Source: an optimization exercise on an open RTL-to-GDS flow (aim: small area). Production flows keep margins and buffers that such runs may drop. Function was checked by simulation only, so behaviour that the tests miss may differ from the original. Power is estimated from default activity; no workload was simulated.

run 1:
==> flow/design.v <==
package dcm_ctrl_pkg;
  localparam int NUM_CH      = 6;
  localparam int POS_W       = 24;
  localparam int CTRL_BASE   = 64;
  localparam int CH_STRIDE   = 4;
  localparam int ST_BYTES    = NUM_CH * CH_STRIDE;   
  localparam int CTRL_END    = CTRL_BASE + ST_BYTES;  
  localparam int RINGS       = 5;
endpackage
import dcm_ctrl_pkg::*;
module dcm_channel
(
  input  logic             clk,
  input  logic             reset,
  input  logic             run_i,       
  input  logic             pulse_i,
  input  logic             fault_i,
  input  logic             otw_i,
  input  logic             wr_en_i,
  input  logic [1:0]       wr_idx_i,
  input  logic [7:0]       wr_data_i,   
  input  logic             snap_i,
  input  logic [7:0]       speed_i,
  input  logic [POS_W-1:0] target_i,
  input  logic [7:0]       pwm_cnt_i,
  output logic [31:0]      snap_o,      
  output logic             left_o,
  output logic             right_o,
  output logic             fault_o
);
  logic [2:0] pulse_q;
  logic [1:0] fault_s_q, otw_s_q, dir_q;
  logic fault_q, otw_q, at, drive, pwm, rise, wf;
  logic [3:0] hi_q;
  logic [POS_W-1:0] pos_q, cnt, err;
  logic [POS_W-1:0] s_pos_q;
  logic s_fault_q, s_otw_q, s_at_q;
  logic [POS_W-1:0] eq, tgl;
  logic [POS_W:0] brw, c;
  logic [8:0] lt;
  always_comb begin
    eq = ~(target_i ^ pos_q);
    brw[0] = 1'b0;
    for (int i = 0; i < POS_W; i++) brw[i+1] = eq[i] ? brw[i] : pos_q[i];
    err[POS_W-1] = ~eq[POS_W-1] ^ brw[POS_W-1];
    err[POS_W-2:0] = '0;
    at = &eq;
    drive = |speed_i && !fault_q && !at;
    lt[0] = 1'b0;
    for (int i = 0; i < 8; i++) lt[i+1] = (pwm_cnt_i[i] ^ speed_i[i]) ? speed_i[i] : lt[i];
    pwm = lt[8];
    right_o = run_i & drive & ~err[POS_W-1] & pwm;
    left_o = run_i & drive & err[POS_W-1] & pwm;
    rise = pulse_q[1] & ~pulse_q[2];
    c[0] = rise & dir_q[1];
    for (int i = 0; i < POS_W; i++) c[i+1] = c[i] & ~(pos_q[i] ^ dir_q[0]);
    tgl = c[POS_W-1:0];
    cnt = pos_q ^ tgl;
    wf = wr_en_i && wr_idx_i == 2'd0;
    fault_o = fault_q;
    snap_o = {hi_q, |speed_i & ~s_fault_q & ~s_at_q, s_at_q, s_otw_q, s_fault_q, s_pos_q};
  end
  logic rs, wf_r;
  logic [3:1] wp_r;
  assign rs = ~reset;
  assign wf_r = wf | rs;
  always_comb
    for (int k = 1; k < 4; k++) wp_r[k] = (wr_en_i && wr_idx_i == 2'(k)) | rs;
  always_ff @(posedge clk or negedge reset) begin
    if (!reset) begin
      fault_s_q <= '0;
      otw_s_q <= '0;
    end else begin
      fault_s_q <= {fault_s_q[0], fault_i};
      otw_s_q <= {otw_s_q[0], otw_i};
    end
  end
  always_ff @(posedge clk) begin
    pulse_q <= {pulse_q[1:0], pulse_i};
    if (drive || rs) dir_q <= {reset, ~err[POS_W-1] & reset};
    fault_q <= (wf_r ? wr_data_i[0] : fault_q) | fault_s_q[1];
    otw_q <= (wf_r ? wr_data_i[1] : otw_q) | otw_s_q[1];
    if (wf_r) hi_q <= wr_data_i[7:4];
    pos_q <= {wp_r[1] ? wr_data_i : cnt[23:16],
              wp_r[2] ? wr_data_i : cnt[15:8],
              wp_r[3] ? wr_data_i : cnt[7:0]};
  end
  always_ff @(posedge clk) begin
    if (snap_i) begin
      s_pos_q <= pos_q;
      s_fault_q <= fault_q;
      s_otw_q <= otw_q;
      s_at_q <= at;
    end
  end
endmodule
import dcm_ctrl_pkg::*;
module dcm_ctrl
(
  input  logic              clk,
  input  logic              reset,
  input  logic              spi_ss,
  input  logic              spi_clk,
  input  logic              spi_mosi,
  output logic              spi_miso,
  output logic [NUM_CH-1:0] motor_left,
  output logic [NUM_CH-1:0] motor_right,
  output logic [NUM_CH-1:0] motor_reset,
  input  logic [NUM_CH-1:0] motor_pulse,
  input  logic [NUM_CH-1:0] motor_fault,
  input  logic [NUM_CH-1:0] motor_otw
);
  logic [1:0] ss_q, mosi_q;
  logic [2:0] sck_q, cnt_q;
  logic [6:0] rx_q, addr_q, pend_a;
  logic [7:0] sh_q, full, rd_byte, wd;
  logic [9:0] pwm_q;   
  logic data_q, rw_q, miso_q, load_q, run_q, ss_s, rise, fall, last, wr_en, snap_en;
  logic pend_q, fill_q, plain_wr;
  logic [3:0] ph;
  logic [127:0] sel;   
  logic [CTRL_END-1:CTRL_BASE][7:0] mem_q;
  logic [RINGS-1:0][15:0][7:0] ring_q;
  logic [7:0] pend_d_q;
  logic [31:0] snap [NUM_CH];
  logic [NUM_CH-1:0] fault;
  assign ss_s = ss_q[1];
  assign rise = sck_q[1] & ~sck_q[2];
  assign fall = ~sck_q[1] & sck_q[2];
  assign full = {rx_q, mosi_q[1]};
  assign last = !ss_s && rise && cnt_q == 3'd7;
  assign wr_en = last && data_q && rw_q;
  assign snap_en = last && !data_q;
  assign spi_miso = miso_q;
  assign motor_reset = fault | {NUM_CH{~run_q}};
  assign ph = pwm_q[3:0];
  function automatic [2:0] ring_of(input [6:0] a);
    ring_of = a[5:4] == 2'b01 ? 3'd4 : {1'b0, a[6], a[4]};
  endfunction
  function automatic [3:0] slot_of(input [6:0] a);
    slot_of = a[5:4] == 2'b01 ? {a[6], a[2:0]} : a[3:0];
  endfunction
  function automatic is_plain(input [6:0] a);
    is_plain = (a >= 7'(ST_BYTES) && a < 7'(CTRL_BASE)) || a >= 7'(CTRL_END);
  endfunction
  always_comb begin
    sel = '0;
    sel[addr_q] = 1'b1;
  end
  logic [2:0] rd_ring;
  logic [3:0] rd_pos;
  logic [15:0] pos_sel;
  logic [RINGS-1:0] ring_sel;
  always_comb begin
    rd_ring = ring_of(addr_q);
    rd_pos = slot_of(addr_q) - ph;
    pos_sel = '0;
    pos_sel[rd_pos] = 1'b1;
    ring_sel = '0;
    if (is_plain(addr_q)) ring_sel[rd_ring] = 1'b1;
    rd_byte = '0;
    for (int i = 0; i < ST_BYTES; i++)
      rd_byte |= {8{sel[i]}} & snap[i / 4][8 * (3 - i % 4) +: 8];
    for (int i = CTRL_BASE; i < CTRL_END; i++)
      rd_byte |= {8{sel[i]}} & mem_q[i];
    for (int r = 0; r < RINGS; r++)
      for (int p = 0; p < 16; p++)
        rd_byte |= {8{ring_sel[r] & pos_sel[p]}} & ring_q[r][p];
  end
  always_ff @(posedge clk or negedge reset) begin
    if (!reset) begin
      ss_q <= 2'b11;
      sck_q <= 3'b111;
      miso_q <= 1'b0;
      pwm_q <= '0;
      run_q <= 1'b0;
      fill_q <= 1'b1;
      pend_q <= 1'b0;
    end else begin
      ss_q <= {ss_q[0], spi_ss};
      sck_q <= {sck_q[1:0], spi_clk};
      miso_q <= ss_s ? 1'b0 : fall ? sh_q[7] : miso_q;
      pwm_q <= pwm_q + 10'd1;
      run_q <= 1'b1;
      if (ph == 4'd15) fill_q <= 1'b0;
      pend_q <= plain_wr || (pend_q && slot_of(pend_a) != ph);
    end
  end
  always_ff @(posedge clk) begin
    mosi_q <= {mosi_q[0], spi_mosi};
    if (ss_s) begin
      cnt_q <= '0;
      data_q <= 1'b0;
      sh_q <= '0;
    end else begin
      if (rise) cnt_q <= cnt_q + 3'd1;
      if (last) data_q <= 1'b1;
      if (fall) sh_q <= {sh_q[6:0], 1'b0};
      else if (load_q) sh_q <= rd_byte;
    end
    if (rise) rx_q <= full[6:0];
    if (last) begin
      addr_q <= data_q ? addr_q + 7'd1 : full[6:0];
      if (!data_q) rw_q <= full[7];
    end
    load_q <= last && (data_q ? !rw_q : !full[7]);
    if (plain_wr) pend_d_q <= full;
  end
  assign wd = full & {8{reset}};
  for (genvar i = CTRL_BASE; i < CTRL_END; i++) begin : g_mem
    always_ff @(posedge clk)
      if (!reset || (wr_en && sel[i])) mem_q[i] <= wd;
  end
  assign plain_wr = wr_en && is_plain(addr_q);
  assign pend_a = addr_q - 7'd1;
  for (genvar r = 0; r < RINGS; r++) begin : g_ring
    always_ff @(posedge clk) begin
      ring_q[r][14:0] <= ring_q[r][15:1];
      if (!reset || fill_q) ring_q[r][15] <= '0;
      else if (pend_q && ring_of(pend_a) == 3'(r) && slot_of(pend_a) == ph) ring_q[r][15] <= pend_d_q;
      else ring_q[r][15] <= ring_q[r][0];
    end
  end
  for (genvar n = 0; n < NUM_CH; n++) begin : g_ch
    dcm_channel u_ch (
      .clk       (clk),
      .reset     (reset),
      .run_i     (run_q),
      .pulse_i   (motor_pulse[n]),
      .fault_i   (motor_fault[n]),
      .otw_i     (motor_otw[n]),
      .wr_en_i   (wr_en && addr_q[6:5] == 2'b00 && addr_q[4:2] == 3'(n)),
      .wr_idx_i  (addr_q[1:0]),
      .wr_data_i (wd),
      .snap_i    (snap_en),
      .speed_i   (mem_q[CTRL_BASE + CH_STRIDE * n]),
      .target_i  ({mem_q[CTRL_BASE + CH_STRIDE * n + 1], mem_q[CTRL_BASE + CH_STRIDE * n + 2],
                   mem_q[CTRL_BASE + CH_STRIDE * n + 3]}),
      .pwm_cnt_i (pwm_q[9:2]),
      .snap_o    (snap[n]),
      .left_o    (motor_left[n]),
      .right_o   (motor_right[n]),
      .fault_o   (fault[n])
    );
  end
endmodule
Settings: LEC_CHECK=0, CAP_MARGIN=20, CORE_MARGIN=2, CORE_UTILIZATION=60, SLEW_MARGIN=20; clock period 10.0 ns.
standard.sh (not shown) runs the stock make flow with config.mk's settings and CLKGATE_MAP_FILE= SYNTH_SCRIPT=/design/flow/synth_recipe.tcl, a recipe that flattens the netlist after the stock synthesis.
==> flow/flow/run.sh <==
#!/bin/bash
# Own layout flow: the standard ORFS flow (standard.sh) with two changes.
#  - ABC maps for area: the script below replaces ORFS's abc_speed.script (no ABC buffering or
#    sizing; the placer's repair buffers what needs it, and the 10 ns clock leaves ample slack).
#    Only the combinational mapping changes: the registers are ORFS's standard synthesis's own.
#  - CTS without dummy loads, with mid-size clock buffers and larger sink clusters.
# Each tool's output goes to a log file in the work folder.
set -euo pipefail
W=$PWD
rm -rf "$W/scripts"
cp -r "$FLOW_HOME/scripts" "$W/scripts"
printf '%s\n' strash dc2 dc2 strash '&get -n' '&deepsyn -T 40' '&dch -f' '&nf -R 1000 -F 8 -C 32' '&put' topo 'stime -c' \
  > "$W/scripts/abc_speed.script"
CTS="-sink_clustering_enable -repair_clock_nets -dont_use_dummy_load"
CTS="$CTS -buf_list sky130_fd_sc_hd__clkbuf_8 -sink_clustering_size 15 -sink_clustering_max_diameter 60"
bash standard.sh SCRIPTS_DIR="$W/scripts" "CTS_ARGS=$CTS" synth > "$W/synth.log" 2>&1
bash standard.sh SCRIPTS_DIR="$W/scripts" "CTS_ARGS=$CTS" finish > "$W/layout.log" 2>&1
Run 1 went all the way through synthesis, placement and routing and the layout is clean on timing, DRC and antenna.
### run 1 -> run 2
- an added PLACE_DENSITY of 0.8
--- a/flow/flow/run.sh
+++ b/flow/flow/run.sh
@@ -1,3 +1,3 @@
 #!/bin/bash
-# Own layout flow: the standard ORFS flow (standard.sh) with two changes.
+# Own layout flow: the standard ORFS flow (standard.sh) with these changes.
 #  - ABC maps for area: the script below replaces ORFS's abc_speed.script (no ABC buffering or
@@ -6,2 +6,3 @@
 #  - CTS without dummy loads, with mid-size clock buffers and larger sink clusters.
+#  - The port buffers are the smallest buffer cell.
 # Each tool's output goes to a log file in the work folder.
@@ -14,4 +15,6 @@
 CTS="-sink_clustering_enable -repair_clock_nets -dont_use_dummy_load"
+# every port still gets its own buffer, a small one
+PORTS="BUFFER_PORTS_ARGS=-buffer_cell sky130_fd_sc_hd__buf_1"
 CTS="$CTS -buf_list sky130_fd_sc_hd__clkbuf_8 -sink_clustering_size 15 -sink_clustering_max_diameter 60"
-bash standard.sh SCRIPTS_DIR="$W/scripts" "CTS_ARGS=$CTS" synth > "$W/synth.log" 2>&1
-bash standard.sh SCRIPTS_DIR="$W/scripts" "CTS_ARGS=$CTS" finish > "$W/layout.log" 2>&1
+bash standard.sh SCRIPTS_DIR="$W/scripts" "CTS_ARGS=$CTS" "$PORTS" synth > "$W/synth.log" 2>&1
+bash standard.sh SCRIPTS_DIR="$W/scripts" "CTS_ARGS=$CTS" "$PORTS" finish > "$W/layout.log" 2>&1
Notes after the runs:
Comparing run 2 with run 1, the clock power came out essentially unchanged. Relative to run 1, total via count in the routed design has decreased by 1163 in run 2. Against run 1, average detailed-routed wire length per instance in run 2 fell by a few percent.
diff inputs: run 2 => run 3
- a deleted PLACE_DENSITY that had been 0.8
==> flow/flow/run.sh <==
#!/bin/bash
# Own layout flow: the standard ORFS flow (standard.sh) with two changes.
#  - ABC maps for area: the script below replaces ORFS's abc_speed.script (no ABC buffering or
#    sizing; the placer's repair buffers what needs it, and the 10 ns clock leaves ample slack).
#    Only the combinational mapping changes: the registers are ORFS's standard synthesis's own.
#  - CTS without dummy loads, with mid-size clock buffers and larger sink clusters.
# Each tool's output goes to a log file in the work folder.
set -euo pipefail
W=$PWD
rm -rf "$W/scripts"
cp -r "$FLOW_HOME/scripts" "$W/scripts"
printf '%s\n' strash dc2 dc2 strash '&get -n' '&deepsyn -T 40' '&dch -f' '&nf -R 1000 -F 8 -C 32' '&put' topo 'stime -c' \
  > "$W/scripts/abc_speed.script"
CTS="-sink_clustering_enable -repair_clock_nets -dont_use_dummy_load"
CTS="$CTS -buf_list {sky130_fd_sc_hd__clkbuf_4 sky130_fd_sc_hd__clkbuf_8} -sink_clustering_size 12 -sink_clustering_max_diameter 50"
bash standard.sh SCRIPTS_DIR="$W/scripts" "CTS_ARGS=$CTS" synth > "$W/synth.log" 2>&1
bash standard.sh SCRIPTS_DIR="$W/scripts" "CTS_ARGS=$CTS" finish > "$W/layout.log" 2>&1
==> comparison <==
Run 3 vs run 2, via density per instance went up by about 3.4%. Between run 2 and run 3, the maximum clock rate is lower for run 3. The run with more setup slack is run 2; run 3 has less. Changes observed in run 3 relative to run 2: global-route wire length before repair grew by about 6%; final non-filler cell area grew by 630 um^2; number of ordinary and repair buffers in the finished layout shrank by about 10%; total power divided by cell area grew by 3.3%; clock buffer instance count of the final layout grew by 32. From run 2 to run 3, fraction of the yosys area taken by sequential cells did not move at all. The share of power burned in registers in run 3 sits 3.0 points below the value recorded for run 2.
Setup changes, run 3 to run 4
==> flow/flow/run.sh <==
#!/bin/bash
# Own layout flow: the standard ORFS flow (standard.sh) with these changes.
#  - ABC maps for area: the script below replaces ORFS's abc_speed.script (no ABC buffering or
#    sizing; the placer's repair buffers what needs it, and the 10 ns clock leaves ample slack).
#    Only the combinational mapping changes: the registers are ORFS's standard synthesis's own.
#  - CTS without dummy loads, with mid-size clock buffers and larger sink clusters.
#  - The port buffers are the smallest buffer cell.
# Each tool's output goes to a log file in the work folder.
set -euo pipefail
W=$PWD
rm -rf "$W/scripts"
cp -r "$FLOW_HOME/scripts" "$W/scripts"
printf '%s\n' strash dc2 dc2 strash '&get -n' '&deepsyn -T 40' '&dch -f' '&nf -R 1000 -F 8 -C 32' '&put' topo 'stime -c' \
  > "$W/scripts/abc_speed.script"
CTS="-sink_clustering_enable -repair_clock_nets -dont_use_dummy_load"
# every port still gets its own buffer, a small one
PORTS="BUFFER_PORTS_ARGS=-buffer_cell sky130_fd_sc_hd__buf_1"
CTS="$CTS -buf_list sky130_fd_sc_hd__clkbuf_8 -sink_clustering_size 15 -sink_clustering_max_diameter 60"
bash standard.sh SCRIPTS_DIR="$W/scripts" "CTS_ARGS=$CTS" "$PORTS" synth > "$W/synth.log" 2>&1
bash standard.sh SCRIPTS_DIR="$W/scripts" "CTS_ARGS=$CTS" "$PORTS" finish > "$W/layout.log" 2>&1
Notes after the runs:
Reported for run 3 and run 4, instance count of the mapped netlist turned out identical to the last digit. The maximum clock frequency reported for run 4 is greater than that of run 3 by 1.6%. Standard cell area after detailed placement delta for run 4 relative to run 3: about 0.35% lower. Relative to run 3, clock skew has decreased by 0.017 ns in run 4. Against run 3, worst-case vdd ir drop in run 4 came out worse. Taking run 3 as the reference point, the clock network power of run 4 falls by about 12%.

afterwards: timing with drivers on the ports:
In the flow no input, the clock included, has a driving cell. The finished layouts below were timed again as built, in two steps.
Step 1 assumes that a clkbuf_16 drives the clock port and a buf_2 every other input.
Step 2, shift: input delay + t, output delay - t, t = (earliest + latest rising clock arrival at the registers) / 2. This alone moves slack from input paths to output paths.
Slacks: ideal / step 1 / step 2; pairs: ideal / step 1.
| run | t, ns | slack for setup (ns) | hold slack, ns | worst setup path at the end | pins driven straight from the clock port |
|---|---|---|---|---|---|
| run 1 | 0.832 | 3.440 / 3.370 / 3.490 | 0.265 / 0.265 / 0.265 | register to register | 1 |
| run 2 | 0.794 | 3.951 / 3.884 / 4.232 | 0.284 / 0.284 / 0.284 | register to register | 1 |
| run 3 | 0.854 | 3.279 / 3.279 / 3.279 | 0.300 / 0.300 / 0.300 | register to register | 1 |
| run 4 | 0.812 | 3.386 / 3.386 / 3.386 | 0.275 / 0.275 / 0.275 | register to register | 1 |
After both steps every run listed still meets setup and hold.
